Source: an optimization exercise on an open RTL-to-GDS flow (aim: small area, a short achievable clock period and few clock cycles per item). Production flows keep margins and buffers that such runs may drop. At most, simulation tests tie the RTL to the original design; equivalence was not proved. Power and IR drop assume default switching activity.

## north
## low_score_flank_window_selector
module low_score_flank_window_selector
(
    input  logic               clk,
    input  logic               rst_n,
    input  logic               psel,
    input  logic               penable,
    input  logic               pwrite,
    input  logic [lsfws_pkg::PADDR_W-1:0] paddr,
    input  logic [lsfws_pkg::PDATA_W-1:0] pwdata,
    output logic [lsfws_pkg::PDATA_W-1:0] prdata,
    output logic               pready,
    input  logic               item_valid,
    output logic               item_stall,
    input  lsfws_pkg::item_t              item,
    output logic               result_valid,
    input  logic               result_stall,
    output lsfws_pkg::result_t            result
);
export LEC_CHECK = 0
export CAP_MARGIN = 20
export CORE_MARGIN = 2
export CORE_UTILIZATION = 40
export CTS_BUF_LIST = sky130_fd_sc_hd__clkbuf_8
export CTS_CLUSTER_DIAMETER = 60
export CTS_CLUSTER_SIZE = 24
export SETUP_SLACK_MARGIN = 2.8
export SLEW_MARGIN = 20
create_clock -name core_clock -period 5.5 [get_ports {clk}]
standard.sh (not shown) runs the stock make flow with config.mk's settings and CLKGATE_MAP_FILE= SYNTH_SCRIPT=/design/flow/synth_recipe.tcl, a recipe that flattens the netlist after the stock synthesis.
==> flow/flow/run.sh <==
#!/bin/bash
# The standard layout, with plain buf_2 cells as the port buffers (the
# standard flow picks a delay cell for them). Every tool's output goes to
# flow.log here and ORFS's own logs under orfs/logs.
set -euo pipefail
bash standard.sh "BUFFER_PORTS_ARGS=-buffer_cell sky130_fd_sc_hd__buf_2" finish > flow.log 2>&1
Every stage of the flow completed for north, and the final layout passed the timing, DRC and antenna checks.
Testbench counts of north, summed over its fixed seeds: cycles 14,112, items 12,000.
Relative to north, the following input files were edited for south:
Settings: CTS_BUF_LIST now sky130_fd_sc_hd__clkbuf_4, was sky130_fd_sc_hd__clkbuf_8; CTS_CLUSTER_SIZE now 16, was 24; CTS_CLUSTER_DIAMETER no longer set, was 60; ABC_AREA now 1, previously not set.
Notes after the runs:
Between north and south, the difference in die width is negligible.
south against north; summed instance area of the synthesized netlist is up slightly.
south finished end to end and its layout was clean on timing, DRC and antenna.
In south, the clock latency on the worst-skew pair came out 0.12 ns above the value in north.
Input-level comparison between east and south:
Settings: putting CTS_CLUSTER_DIAMETER at 60 where nothing was set; clearing ABC_AREA, which used to be 1; swapping 2.8 for 2.6 in SETUP_SLACK_MARGIN; swapping 40 for 60 in CORE_UTILIZATION; swapping sky130_fd_sc_hd__clkbuf_4 for sky130_fd_sc_hd__clkbuf_8 in CTS_BUF_LIST.
==> run summary <==
- east ends up with a depth of the worst register-to-register path that is 1 lower than in south.
- Across both runs, sequential share of layout area was higher for east than for south.
- When east is measured against south, its routed wire length turns out 6.6% lower.
- The flow did not stop early for east: all stages ran, and the layout cleared the timing, DRC and antenna checks.
- Switching part of the total delta for east relative to south: 2.2 points lower
- east vs. south: global-route wire length before repair went down by 8.4%.
- Summary of east over south: clock transition time at the flip-flop clock pins of the worst setup and hold paths now sits higher; final worst setup slack lost 0.14 ns.

---

Setup of maple:
low_score_flank_window_selector, a different RTL version from the one above (not shown whole).
Size: ~280 flip-flops, about 160 I/O pins, roughly 12000 um2 of cells after synthesis.
## low_score_flank_window_selector
module low_score_flank_window_selector
(
    input  logic               clk,
    input  logic               rst_n,
    input  logic               psel,
    input  logic               penable,
    input  logic               pwrite,
    input  logic [lsfws_pkg::PADDR_W-1:0] paddr,
    input  logic [lsfws_pkg::PDATA_W-1:0] pwdata,
    output logic [lsfws_pkg::PDATA_W-1:0] prdata,
    output logic               pready,
    input  logic               item_valid,
    output logic               item_stall,
    input  lsfws_pkg::item_t              item,
    output logic               result_valid,
    input  logic               result_stall,
    output lsfws_pkg::result_t            result
);
    localparam int SLOTS   = lsfws_pkg::WINDOW_SIZE;
    localparam int SCORE_W = lsfws_pkg::SCORE_W;
    localparam int POS_W   = lsfws_pkg::POS_W;
    localparam int PDATA_W = lsfws_pkg::PDATA_W;
    lsfws_pkg::score_t           threshold_reg;
    logic [SLOTS-1:0][POS_W-1:0] pos_reg;
    logic [SLOTS-1:0]            pend_reg;
    logic [SLOTS-1:0]            last_reg;
    logic [SLOTS-1:0]            kept_reg;
    lsfws_pkg::score_t           s1_reg;          
    lsfws_pkg::score_t           s2_reg;          
    lsfws_pkg::score_t           m_reg;           
    logic [2:0]                  fill_reg;
    logic                        stall_reg;
    logic                        out_valid_reg;
    lsfws_pkg::result_t          out_reg;
    function automatic logic lt(input logic [SCORE_W-1:0] a, input logic [SCORE_W-1:0] b);
        logic [31:0] l;
        logic [31:0] e;
        l = '0;
        e = '1;
        for (int i = 0; i < SCORE_W; i++)
        begin
            l[i] = ~a[i] & b[i];
            e[i] = ~(a[i] ^ b[i]);
        end
        for (int w = 1; w < 32; w = w * 2)
            for (int i = 0; i + w < 32; i = i + 2 * w)
            begin
                l[i] = l[i+w] | (e[i+w] & l[i]);
                e[i] = e[i+w] & e[i];
            end
        lt = l[0];
    endfunction
  ...
==> flow/config.mk <==
export PLATFORM = sky130hd
export DESIGN_NAME = low_score_flank_window_selector
export DESIGN_NICKNAME = low_score_flank_window_selector
export VERILOG_FILES = /design/flow/design.v
export SDC_FILE = /design/flow/constraint.sdc
export NUM_CORES = 4
export LEC_CHECK = 0
export CAP_MARGIN = 20
export CORE_MARGIN = 2
export CORE_UTILIZATION = 40
export CTS_BUF_LIST = sky130_fd_sc_hd__clkbuf_8
export CTS_CLUSTER_SIZE = 24
export SETUP_SLACK_MARGIN = 3
export SLEW_MARGIN = 20
==> flow/constraint.sdc <==
create_clock -name core_clock -period 5.5 [get_ports {clk}]
set_input_delay 1.1000 -clock core_clock [delete_from_list [all_inputs] [get_ports {clk}]]
set_output_delay 1.1000 -clock core_clock [all_outputs]
set_load 0.01 [all_outputs]
run.sh (not shown) runs the stock make flow with config.mk's settings and CLKGATE_MAP_FILE= SYNTH_SCRIPT=/design/flow/synth_recipe.tcl, a recipe that flattens the netlist after the stock synthesis.
Stock flow here: none of the scripts above is used.
maple was carried through to the last stage, and its layout satisfied the timing, DRC and antenna checks.
Testbench counts of maple, summed over its fixed seeds: cycles 14,112, items 12,000.
Input-level comparison between harbor and maple:
- swapping 3 for 2.8 in SETUP_SLACK_MARGIN
- swapping sky130_fd_sc_hd__clkbuf_8 for sky130_fd_sc_hd__clkbuf_4 in CTS_BUF_LIST
- swapping 24 for 16 in CTS_CLUSTER_SIZE
==> flow/flow/run.sh (new file) <==
#!/bin/bash
# The standard layout, with plain buf_1 cells as the port buffers (the
# standard flow picks a delay cell for them). Every tool's output goes to
# flow.log here and ORFS's own logs under orfs/logs.
set -euo pipefail
bash standard.sh "BUFFER_PORTS_ARGS=-buffer_cell sky130_fd_sc_hd__buf_1" finish > flow.log 2>&1
==> flow/standard.sh (new file) <==
#!/bin/bash
# synth_recipe.tcl (not shown) runs the flow's synth.tcl, then flattens the netlist and writes it again
# the make line also repeats each setting of config.mk as NAME=value (left out here)
make -C /OpenROAD-flow-scripts/flow DESIGN_CONFIG=/design/flow/config.mk WORK_HOME=/design/flow/orfs CLKGATE_MAP_FILE= SYNTH_SCRIPT=/design/flow/synth_recipe.tcl "${@:-finish}"
removed: flow/run.sh
Results
Per the comparison of harbor with maple, count of non-CTS inverters in the layout fell 1; cell area shows a reduction of 860 um2; worst setup slack climbed 32 ps. Final worst clock skew in harbor is 25 ps above maple. In terms of design internal power, maple and harbor differ only marginally. maple -> harbor: die area flat. Between maple and harbor, via count increased. Sort maple and harbor by count of clock-buffer cells in the layout desc -> top: harbor. Routing usage on met3 up 0.95 points in harbor wrt maple.
The inputs of pepper differ from those of harbor as listed below.
- clearing CTS_CLUSTER_SIZE, which used to be 16
- swapping 40 for 65 in CORE_UTILIZATION
- clearing CTS_BUF_LIST, which used to be sky130_fd_sc_hd__clkbuf_4
- swapping 2.8 for 3 in SETUP_SLACK_MARGIN
==> flow/run.sh (new file) <==
#!/bin/bash
# synth_recipe.tcl (not shown) runs the flow's synth.tcl, then flattens the netlist and writes it again
# the make line also repeats each setting of config.mk as NAME=value (left out here)
make -C /OpenROAD-flow-scripts/flow DESIGN_CONFIG=/design/flow/config.mk WORK_HOME=/design/flow/orfs CLKGATE_MAP_FILE= SYNTH_SCRIPT=/design/flow/synth_recipe.tcl finish
removed: flow/flow/run.sh
removed: flow/standard.sh
==> comparison <==
pepper finished every step from synthesis to the final layout, and the layout passed the timing, DRC and antenna checks. pepper vs harbor — critical path depth rose 1. Comparing pepper and harbor, the higher largest stage delay on the critical path is on harbor. pepper ended up with prdata[2] as its critical path capture point; harbor ended up with prdata[3]. When pepper is measured against harbor, its total power of the final layout turns out 2.1% higher. In pepper the fraction of layout instances using a drive strength above 1 turned out 3.4 points lower than in harbor. Re utilization: pepper and harbor aren't equal, and the higher value belongs to pepper.

---

The RTL this note starts from:
==> flow/design.v <==
package lsfws_pkg;
    localparam int WINDOW_SIZE = 5;
    localparam int MID_INDEX   = WINDOW_SIZE / 2;
    localparam int FILL_W      = $clog2(WINDOW_SIZE + 1);
    localparam int POS_W       = 32;
    localparam int SCORE_W     = 17;
    localparam int QUEUE_DEPTH = 2;
    localparam int QPTR_W      = (QUEUE_DEPTH > 1) ? $clog2(QUEUE_DEPTH) : 1;
    localparam int QCNT_W      = $clog2(QUEUE_DEPTH + 1);
    localparam int PADDR_W     = 3;
    localparam int PDATA_W     = 32;
    localparam logic [SCORE_W-1:0] THRESHOLD_RESET = 17'd64881;
    localparam logic FUNC_INSERT = 1'b0;
    localparam logic FUNC_FLUSH  = 1'b1;
    localparam logic [PADDR_W-3:0] REG_SCORE_THRESHOLD = '0;
    typedef logic [POS_W-1:0]   pos_t;
    typedef logic [SCORE_W-1:0] score_t;
    typedef struct packed {
        logic   func;
        pos_t   position;
        score_t score;
    } item_t;
    typedef struct packed {
        pos_t kept_position;
        logic last;
    } result_t;
    typedef struct packed {
        pos_t [WINDOW_SIZE-1:0] positions;
        logic [WINDOW_SIZE-1:0] mask;
    } job_t;
endpackage
module low_score_flank_window_selector
(
    input  logic               clk,
    input  logic               rst_n,
    input  logic               psel,
    input  logic               penable,
    input  logic               pwrite,
    input  logic [lsfws_pkg::PADDR_W-1:0] paddr,
    input  logic [lsfws_pkg::PDATA_W-1:0] pwdata,
    output logic [lsfws_pkg::PDATA_W-1:0] prdata,
    output logic               pready,
    input  logic               item_valid,
    output logic               item_stall,
    input  lsfws_pkg::item_t              item,
    output logic               result_valid,
    input  logic               result_stall,
    output lsfws_pkg::result_t            result
);
    localparam int SLOTS   = lsfws_pkg::WINDOW_SIZE;
    localparam int NSCORE  = 4;              
    localparam int SCORE_W = lsfws_pkg::SCORE_W;
    localparam int POS_W   = lsfws_pkg::POS_W;
    localparam int PDATA_W = lsfws_pkg::PDATA_W;
    lsfws_pkg::score_t              threshold_reg;
    logic [SLOTS-1:0][POS_W-1:0]    pos_reg;
    logic [SLOTS-1:0]               pend_reg;
    logic [SLOTS-1:0]               last_reg;
    logic [SLOTS-1:0]               kept_reg;
    logic [NSCORE-1:0][SCORE_W-1:0] score_reg;
    logic [2:0]                     fill_reg;
    logic                           stall_reg;
    logic                           out_valid_reg;
    lsfws_pkg::result_t             out_reg;
    assign pready = 1'b1;
    always_ff @(posedge clk or negedge rst_n)
    begin
        if (!rst_n)
            threshold_reg <= lsfws_pkg::THRESHOLD_RESET;
        else if (psel && penable && pwrite && !paddr[2])
            threshold_reg <= pwdata[SCORE_W-1:0];
    end
    assign prdata = paddr[2] ? '0 : PDATA_W'(threshold_reg);
    logic              accept;
    logic              insert;
    logic              flush;
    logic [NSCORE-1:0] below;
    logic              full;
    logic              low;
    logic [SLOTS-1:0]  win;         
    logic [SLOTS-1:0]  kept_sh;     
    logic [SLOTS-1:0]  newp;        
    assign item_stall = stall_reg;
    assign accept     = item_valid && !stall_reg;
    assign insert     = accept && !item.func;
    assign flush      = accept && item.func;
    assign full       = (fill_reg == 3'd5);
    always_comb
    begin
        for (int i = 0; i < NSCORE; i++)
            below[i] = (score_reg[i] < threshold_reg);
        win = '0;
        if (item.func)
        begin
            kept_sh = kept_reg;
            for (int i = 0; i < SLOTS; i++)
                win[i] = (3'(i) < fill_reg);
            if (full)
                low = below[1] | below[0];
            else
                low = |(below & win[NSCORE-1:0]);
        end
        else
        begin
            kept_sh = {kept_reg[SLOTS-2:0], 1'b0};
            for (int i = 0; i < SLOTS; i++)
                win[i] = (3'(i) <= fill_reg);
            if (full)
                low = below[1];                          
            else if (fill_reg == 3'd4)
                low = below[3] | below[2] | below[1];    
            else
                low = 1'b0;
        end
        newp = low ? (win & ~kept_sh) : '0;
    end
    logic [SLOTS-1:0] pick;        
    logic             load_out;
    logic [POS_W-1:0] pick_pos;
    logic             pick_last;
    always_comb
    begin
        pick = '0;
        for (int i = 0; i < SLOTS; i++)
            if (pend_reg[i])
            begin
                pick    = '0;
                pick[i] = 1'b1;
            end
        pick_pos  = '0;
        pick_last = 1'b0;
        for (int i = 0; i < SLOTS; i++)
        begin
            pick_pos  = pick_pos | (pick[i] ? pos_reg[i] : '0);
            pick_last = pick_last | (pick[i] & last_reg[i]);
        end
    end
    assign load_out = (|pend_reg) && (!out_valid_reg || !result_stall);
    logic [SLOTS-1:0] pend_left;
    logic [SLOTS-1:0] pend_next;
    logic             out_valid_next;
    assign pend_left = load_out ? (pend_reg & ~pick) : pend_reg;
    always_comb
    begin
        if (insert)
            pend_next = {pend_left[SLOTS-2:0], 1'b0} | newp;
        else if (flush)
            pend_next = pend_left | newp;
        else
            pend_next = pend_left;
        out_valid_next = load_out || (out_valid_reg && result_stall);
    end
    always_ff @(posedge clk or negedge rst_n)
    begin
        if (!rst_n)
        begin
            pend_reg      <= '0;
            fill_reg      <= '0;
            stall_reg     <= 1'b0;
            out_valid_reg <= 1'b0;
        end
        else
        begin
            pend_reg <= pend_next;
            if (insert && !full)
                fill_reg <= fill_reg + 3'd1;
            else if (flush)
                fill_reg <= '0;
            stall_reg     <= pend_next[SLOTS-1] && out_valid_next;
            out_valid_reg <= out_valid_next;
        end
    end
    always_ff @(posedge clk)
    begin
        if (insert)
        begin
            pos_reg   <= {pos_reg[SLOTS-2:0], item.position};
            last_reg  <= {last_reg[SLOTS-2:0], low};
            score_reg <= {score_reg[NSCORE-2:0], item.score};
            kept_reg  <= kept_sh | newp;
        end
        else if (flush)
        begin
            last_reg[0] <= last_reg[0] | newp[0];
            kept_reg    <= '0;
        end
        if (load_out)
            out_reg <= {pick_pos, pick_last};
    end
    assign result_valid = out_valid_reg;
    assign result       = out_reg;
endmodule
Settings: LEC_CHECK=0, CAP_MARGIN=20, CORE_MARGIN=2, CORE_UTILIZATION=40, SETUP_SLACK_MARGIN=3, SLEW_MARGIN=20; clock period 5.5 ns.
Stock flow here: none of the scripts above is used.
Next try:
--- a/flow/config.mk
+++ b/flow/config.mk
@@ -10,3 +10,3 @@
 export CORE_UTILIZATION = 40
-export SETUP_SLACK_MARGIN = 3
+export SETUP_SLACK_MARGIN = 0
 export SLEW_MARGIN = 20
Synthesized cell count does not change.
Routed wire length is lower by 2.4%.
Setup slack gets worse by 860 ps.
Cell area is lower by 4.2%.
Power is lower by 0.47%.
Synthesized area is unchanged.
No functional check of the RTL was part of any run of this note.

==> separate check: timing with driven ports <==
How much do the figures lean on ideal ports? The routed layouts below were timed once more, with nothing changed but the port constraints.
Step 1, drivers: a clkbuf_16 drives clk and a buf_2 each remaining input, both assumed.
Step 2 times the ports against the registers' clock, not the clock port: input delays grow and output delays shrink by t, the midpoint of the rising clock arrivals with the driver on.
Slacks: no drivers / after step 1 / after step 2; pairs: no drivers / after step 1.
run | shift t [ns] | setup slack, ns | worst data-port slew with drivers (ns)
north | 0.597 | 2.832 / 2.807 / 2.348 | 0.06
south | 0.701 | 2.850 / 2.822 / 2.521 | 0.06
east | 0.599 | 2.705 / 2.682 / 2.313 | 0.06
maple | 0.605 | 2.799 / 2.752 / 2.503 | 0.07
harbor | 0.730 | 2.831 / 2.770 / 2.276 | 0.07
pepper | 0.589 | 2.793 / 2.739 / 2.528 | 0.07
the first run of note 3 | 0.552 | 2.622 / 2.622 / 2.346 | 0.06
the second run of note 3 | 0.548 | 1.761 / 1.740 / 1.677 | 0.06
After both steps setup and hold are still met in every run listed. For harbor, which loses most, drivers alone change the setup slack by -0.061 ns; drivers and shift together by -0.555 ns.
